This design comes from an exercise in tuning for a short achievable clock period and few clock cycles per item on the open sky130 flow, not from production work. In this exercise RTL edits were held to simulation tests only and were not proved equivalent to the original. Power figures rest on the tool's default switching activity, not on a simulated workload.

<file path="flow/config.mk">
export PLATFORM = sky130hd
export DESIGN_NAME = mem_arbiter_nport
export DESIGN_NICKNAME = mem_arbiter_nport
export VERILOG_FILES = /design/flow/design.v
export SDC_FILE = /design/flow/constraint.sdc
export NUM_CORES = 4
export LEC_CHECK = 0
export CAP_MARGIN = 20
export CORE_AREA = 10 10 550 550
export DIE_AREA = 0 0 560 560
export SLEW_MARGIN = 20
</file>
<file path="flow/constraint.sdc">
create_clock -name core_clock -period 5.0 [get_ports {clk}]
set_input_delay 1.0000 -clock core_clock [delete_from_list [all_inputs] [get_ports {clk}]]
set_output_delay 1.0000 -clock core_clock [all_outputs]
set_load 0.01 [all_outputs]
</file>
<file path="flow/design.v">
module mem_arbiter_nport #(
    parameter int NUM_PORTS  = 4,
    parameter int BLOCK_SIZE = 32,
    parameter int ARB_MODE   = 1
) (
    input  logic                              clk,
    input  logic                              rst,
    input  logic [NUM_PORTS-1:0]              req_valid,
    input  logic [NUM_PORTS-1:0]              req_write,
    input  logic [NUM_PORTS-1:0]              req_single,
    input  logic [NUM_PORTS*32-1:0]           req_addr,
    input  logic [NUM_PORTS*BLOCK_SIZE*8-1:0] req_wdata,
    output logic [NUM_PORTS-1:0]              grant,
    output logic [NUM_PORTS-1:0]              resp_done,
    output logic [BLOCK_SIZE*8-1:0]           resp_rdata,
    output logic [31:0]                       addr,
    output logic                              write,
    output logic [31:0]                       wdata,
    output logic [1:0]                        transfer,
    input  logic [31:0]                       rdata,
    input  logic                              ready
);
    localparam int WORDS  = BLOCK_SIZE / 4;
    localparam int BEAT_W = (WORDS > 1) ? $clog2(WORDS) : 1;
    localparam int PORT_W = $clog2(NUM_PORTS);
    localparam int LINE_W = BLOCK_SIZE * 8;
    localparam logic [31:0]       BLOCK_MASK = ~(32'(BLOCK_SIZE) - 32'd1);
    localparam logic [31:0]       WORD_MASK  = ~32'd3;
    localparam logic [PORT_W-1:0] LAST_PORT  = PORT_W'(NUM_PORTS - 1);
    localparam logic [BEAT_W-1:0] LAST_WORD  = BEAT_W'(WORDS - 1);
    typedef enum logic [1:0] {IDLE, XFER, DONE} state_t;
    state_t               state, stateNext;
    logic [PORT_W-1:0]    winner, rrPtr, startPtr, pick;
    logic [NUM_PORTS-1:0] ownerOneHot;
    logic                 anyReq, lastBeat;
    logic [BEAT_W-1:0]    beat;
    logic [31:0]          baseAddr, pickAddr;
    logic                 wrLatch, singleLatch;
    logic [LINE_W-1:0]    wdLatch, lineBuf;
    always_comb begin
        startPtr = (ARB_MODE == 1) ? rrPtr : '0;
        pick     = '0;
        anyReq   = |req_valid;
        for (int i = NUM_PORTS - 1; i >= 0; i--) begin
            if (req_valid[(int'(startPtr) + i) % NUM_PORTS])
                pick = PORT_W'((int'(startPtr) + i) % NUM_PORTS);
        end
        pickAddr = req_addr[int'(pick)*32 +: 32];
    end
    assign lastBeat = singleLatch ? (beat == '0) : (beat == LAST_WORD);
    always_ff @(posedge clk or posedge rst) begin
        if (rst) state <= IDLE;
        else     state <= stateNext;
    end
    always_comb begin
        stateNext   = state;
        ownerOneHot = NUM_PORTS'(1) << winner;
        grant       = '0;
        resp_done   = '0;
        transfer    = 2'b00;
        addr        = baseAddr + (32'(beat) << 2);
        write       = wrLatch;
        wdata       = wdLatch[{beat, 5'b0} +: 32];
        resp_rdata  = lineBuf;
        case (state)
            IDLE: begin
                if (anyReq) stateNext = XFER;
            end
            XFER: begin
                grant    = ownerOneHot;
                transfer = (beat == '0) ? 2'b10 : 2'b11;
                if (ready && lastBeat) stateNext = DONE;
            end
            DONE: begin
                grant     = ownerOneHot;
                resp_done = ownerOneHot;
                stateNext = IDLE;
            end
            default: stateNext = IDLE;
        endcase
    end
    always_ff @(posedge clk or posedge rst) begin
        if (rst) begin
            winner      <= '0;
            rrPtr       <= '0;
            beat        <= '0;
            baseAddr    <= '0;
            wrLatch     <= 1'b0;
            singleLatch <= 1'b0;
            wdLatch     <= '0;
            lineBuf     <= '0;
        end else begin
            case (state)
                IDLE: begin
                    if (anyReq) begin
                        winner      <= pick;
                        wrLatch     <= req_write[pick];
                        singleLatch <= req_single[pick];
                        wdLatch     <= req_wdata[int'(pick)*LINE_W +: LINE_W];
                        baseAddr    <= pickAddr & (req_single[pick] ? WORD_MASK : BLOCK_MASK);
                        beat        <= '0;
                    end
                end
                XFER: begin
                    if (ready) begin
                        if (!wrLatch) lineBuf[{beat, 5'b0} +: 32] <= rdata;
                        if (!lastBeat) beat <= beat + 1'b1;
                    end
                end
                DONE: begin
                    rrPtr <= (winner == LAST_PORT) ? '0 : winner + 1'b1;
                end
                default: ;
            endcase
        end
    end
endmodule
</file>
<file path="flow/run.sh">
#!/bin/bash
# synth_recipe.tcl (not shown) runs the flow's synth.tcl, then flattens the netlist and writes it again
# the make line also repeats each setting of config.mk as NAME=value (left out here)
make -C /OpenROAD-flow-scripts/flow DESIGN_CONFIG=/design/flow/config.mk WORK_HOME=/design/flow/orfs CLKGATE_MAP_FILE= SYNTH_SCRIPT=/design/flow/synth_recipe.tcl finish
</file>
==> impl_metrics.csv <==
group,metric,value,unit
place,place_area,53810,sq um
die,dieWidth,560,um
sta,finalHoldViolCount,0,
global_route,track_usage,18.38,%
die,die-area,313600,sq um
synthesis,postSynthCellCount,3982,
pwr,share_comb_of_total_power,57.1,%
critical_path,path_max_fanout,4,
sta,tns,0,ns
die,num_rows,198,
critical_path,endpoint_kind,"output port",
drt,drt-initial-drc-count,3537,
sta,slew_headroom,27.66,%
global_route,grt_pass1_vias,36380,
place,gp_congestion,0.9167,
die,dieHeight,560,um
final_layout,nets,6627,
drt,ant_nets,0,
die,start_util,11.59,%
place,dp_cells,9231,
cts,cts_tree,"yes",
drt,via_per_inst,3.935,
critical_path,r2r-end,"lineBuf[235]",
global_route,grt_max_degree,119,
final_layout,post-route-util,19.49,%
sta,setup_ws,0.3579,ns
pwr,power_density,546.9,nW/um^2
drt,drc,0,
pwr,clock_power_share,18.6,%
drt,drt_pass1_iterations,5,
cts,cts.sink_count,553,
sta,rsz0062_at_grt,"false",
cts,cts_made_buffers,78,
global_route,gr-total-overflow,0,
pwr,vdd_ir_drop_max,0.2814,mV
pwr,seq_power_share,24.3,%
final_layout,area_delta_synth_final,68.20,%
cts,cts-htree-levels,3,
pwr,swShare,47.00,%
die,ioPinCount,1530,
critical_path,crit_start,"beat[0]",
critical_path,regToRegSetupSlack,0.76,ns
flow_run,drv_cap,0,
synthesis,synth_cell_types,50,
pwr,power_switching,14.56,mW
critical_path,regToRegStartpoint,"beat[0]",
cts,cts_root_buf,"clkbuf_16",
critical_path,reg2reg_depth,8,
synthesis,synth_ff_type,"dfrtp_1",
place,dp_hpwl,263000,um
outcome,status,"complete, no violations",
cts,clock_path_buffers,4,
sta,finalCritPeriodShare,92.84,%
critical_path,critPathLaunchType,"flip-flop",
final_layout,fillerInstances,32490,
synthesis,synth_area_per_cell,8.458,sq um
drt,via_count,37280,
critical_path,crit_required,4.00,ns
sta,whs,0.4749,ns
pwr,leakagePower,23.96,nW
die,fp.coreArea,290600,sq um
drt,routedWlPerCell,32.21,um
global_route,grt_pass1_wl,383000,um
synthesis,ys_seq_area_share,41.09,%
cts,cts_hold_buf,0,
sta,finalCriticalPeriod,4.642,ns
sta,tightestPinTransition,1.083,ns
place,port_buffers,1519,
final_layout,final_area,56650,sq um
sta,finalSetupViolCount,0,
pwr,total_power,30.98,mW
worst_hold_path,min_path_type,"flip-flop to flip-flop",
pwr,internal_power,16.42,mW
synthesis,ys_seq_elements,553,
synthesis,yosysWarnings,1,
critical_path,worstPathArrival,3.64,ns
sta,max_freq,0.2154,GHz
place,dp_slack,0.4642,ns
final_layout,drive_gt1_share,12.18,%
synthesis,async_flop_share,100.0,%
drt,wl,305200,um
sta,slew_viol_final,0,
cts,clkTransAtPathRegs,0.05,ns
sta,skew,0.06905,ns
final_layout,fin_cells,9475,
synthesis,synth_edf_count,0,
global_route,antenna_found_initial,273,
critical_path,cp-endpoint,"addr[26]",
synthesis,synth_area,33680,sq um
critical_path,crit_type,"flip-flop to output port",
cts,clk_latency,0.80,ns
[cells in the final DEF, fill, tap and decap left out, types with 20 or more instances in the layout]
master	instances
nand2_1	1714
clkdlybuf4s50_1	1517
and3_1	573
dfrtp_1	550
o31ai_2	248
o21ai_0	130
buf_4	129
diode_2	108
a22o_1	96
clkbuf_16	79
mux4_2	64
nor2b_1	37
o31ai_1	36
mux2_2	35
buf_12	33
nand3_1	20
xnor2_1	20
[sequential cells by signal, summed over array words and instances, names as in the netlist]
name / count
state: 2
rrPtr: 2
wrLatch: 1
singleLatch: 1
winner: 2
baseAddr: 30
beat: 3
wdLatch: 256
lineBuf: 256
[layer usage]
metal / GRT usage (%) / wire, um / share of wire, %
met5: 0 / 1159 / 0.38
met4: 4.933 / 10420 / 3.4
met3: 9.753 / 38850 / 13
met2: 29.96 / 138600 / 45
met1: 20.95 / 116200 / 38
[cell usage after synthesis, types with 20 or more instances]
cell type	n	area, sq um
a22o_1	96	840.8
and3_1	574	3591
buf_2	134	670.6
buf_6	34	382.9
clkbuf_1	145	544.3
dfrtp_1	553	13840
mux2_2	35	394.1
mux4_2	64	1441
nand2_1	1718	6449
nand3_1	22	110.1
nor2b_1	37	231.5
o21ai_0	130	650.6
o31ai_1	36	270.3
o31ai_2	248	3103
xnor2_1	20	175.2
[logic make-up after synthesis]
kind of cell | Yosys count | share of synthesized area, %
buffers and inverters | 350 | 5.324
AND/OR/NAND/NOR | 2400 | 31.75
AO/OA/AOI/OAI | 532 | 14.93
flip-flops | 553 | 41.09
XOR/XNOR | 28 | 0.7282
other | 1 | 0.01113
adder cells (fa/ha/maj) | 17 | 0.6539
multiplexers | 101 | 5.510
[power groups by stage]
stage / Combinational, mW / Clock [mW] / Sequential [mW]
2_1_floorplan: 9.05 / 0 / 7.08
3_3_place_gp: 18.0 / 0 / 7.55
3_5_place_dp: 18.2 / 0 / 7.59
4_1_cts: 18.2 / 5.97 / 7.52
5_1_grt: 19.0 / 6.09 / 7.67
6_report: 17.7 / 5.77 / 7.53
[critical path, stage by stage (launching register included)]
cell             delay [ns]
dfrtp_4                0.44
ha_1                   0.26
inv_1                  0.08
fa_1                   0.41
nor2b_1                0.16
or2_2                  0.16
nor4b_4                0.38
nand3_1                0.16
xnor2_1                0.17
clkdlybuf4s50_1        0.69
[repair_timing]
item	CTS	global route
resized for setup	3	0
endpoints found under the setup margin	2	0
hold endpoints to repair	0	0
setup buffers	0	0
[worst min path at each step]
| stage | start | endpoint | depth (start not counted) | slack [ns] |
|---|---|---|---|---|
| 2_1_floorplan | wdLatch[100] | wdLatch[100] | 2 | 0.44 |
| 3_3_place_gp | wdLatch[106] | wdLatch[106] | 2 | 0.45 |
| 3_5_place_dp | wdLatch[107] | wdLatch[107] | 2 | 0.46 |
| 4_1_cts | wdLatch[107] | wdLatch[107] | 2 | 0.47 |
| 5_1_grt | wdLatch[123] | wdLatch[123] | 2 | 0.49 |
| 6_report | lineBuf[41] | lineBuf[41] | 2 | 0.47 |
[final cells by class]
| type | count | area (sq um) | area share [%] |
|---|---|---|---|
| multi-input cells | 3080 | 18170 | 32.07 |
| repair buffers | 1681 | 16870 | 29.78 |
| flip-flops and latches | 553 | 13850 | 24.45 |
| well taps | 3900 | 4880 | 8.614 |
| clock buffers | 98 | 2168 | 3.828 |
| clock inverters | 38 | 376.6 | 0.6648 |
| diodes | 108 | 270.3 | 0.4771 |
| inverters | 17 | 67.56 | 0.1193 |
Testbench counts, summed over its fixed seeds: cycles 16,819, items 2,048.

[re-timing with driven ports]
How much do the figures lean on ideal ports? The routed layout below was timed once more, with nothing changed but the port constraints. Step 1 (the two cells are an assumption about what drives the block):
set clk [get_ports {clk}]
set_driving_cell -lib_cell sky130_fd_sc_hd__clkbuf_16 $clk
set_driving_cell -lib_cell sky130_fd_sc_hd__buf_2 [delete_from_list [all_inputs] $clk]
Step 2 also shifts input and output timing later by t, the mid clock arrival at the registers, as if the neighbouring blocks saw the same clock. a / b / c = no drivers / after step 1 / after step 2; a / b = the first two.
shift t [ns]: 0.845
slack for setup (ns): 0.358 / 0.275 / 0.758
clock arrival spread, ns: 0.074 / 0.074
worst register clock-pin slew, ns: 0.07 / 0.07
pins driven straight from the clock port: 1
After both steps setup and hold are still met in this run. For this run, drivers alone change the setup slack by -0.083 ns; drivers and shift together by +0.400 ns.
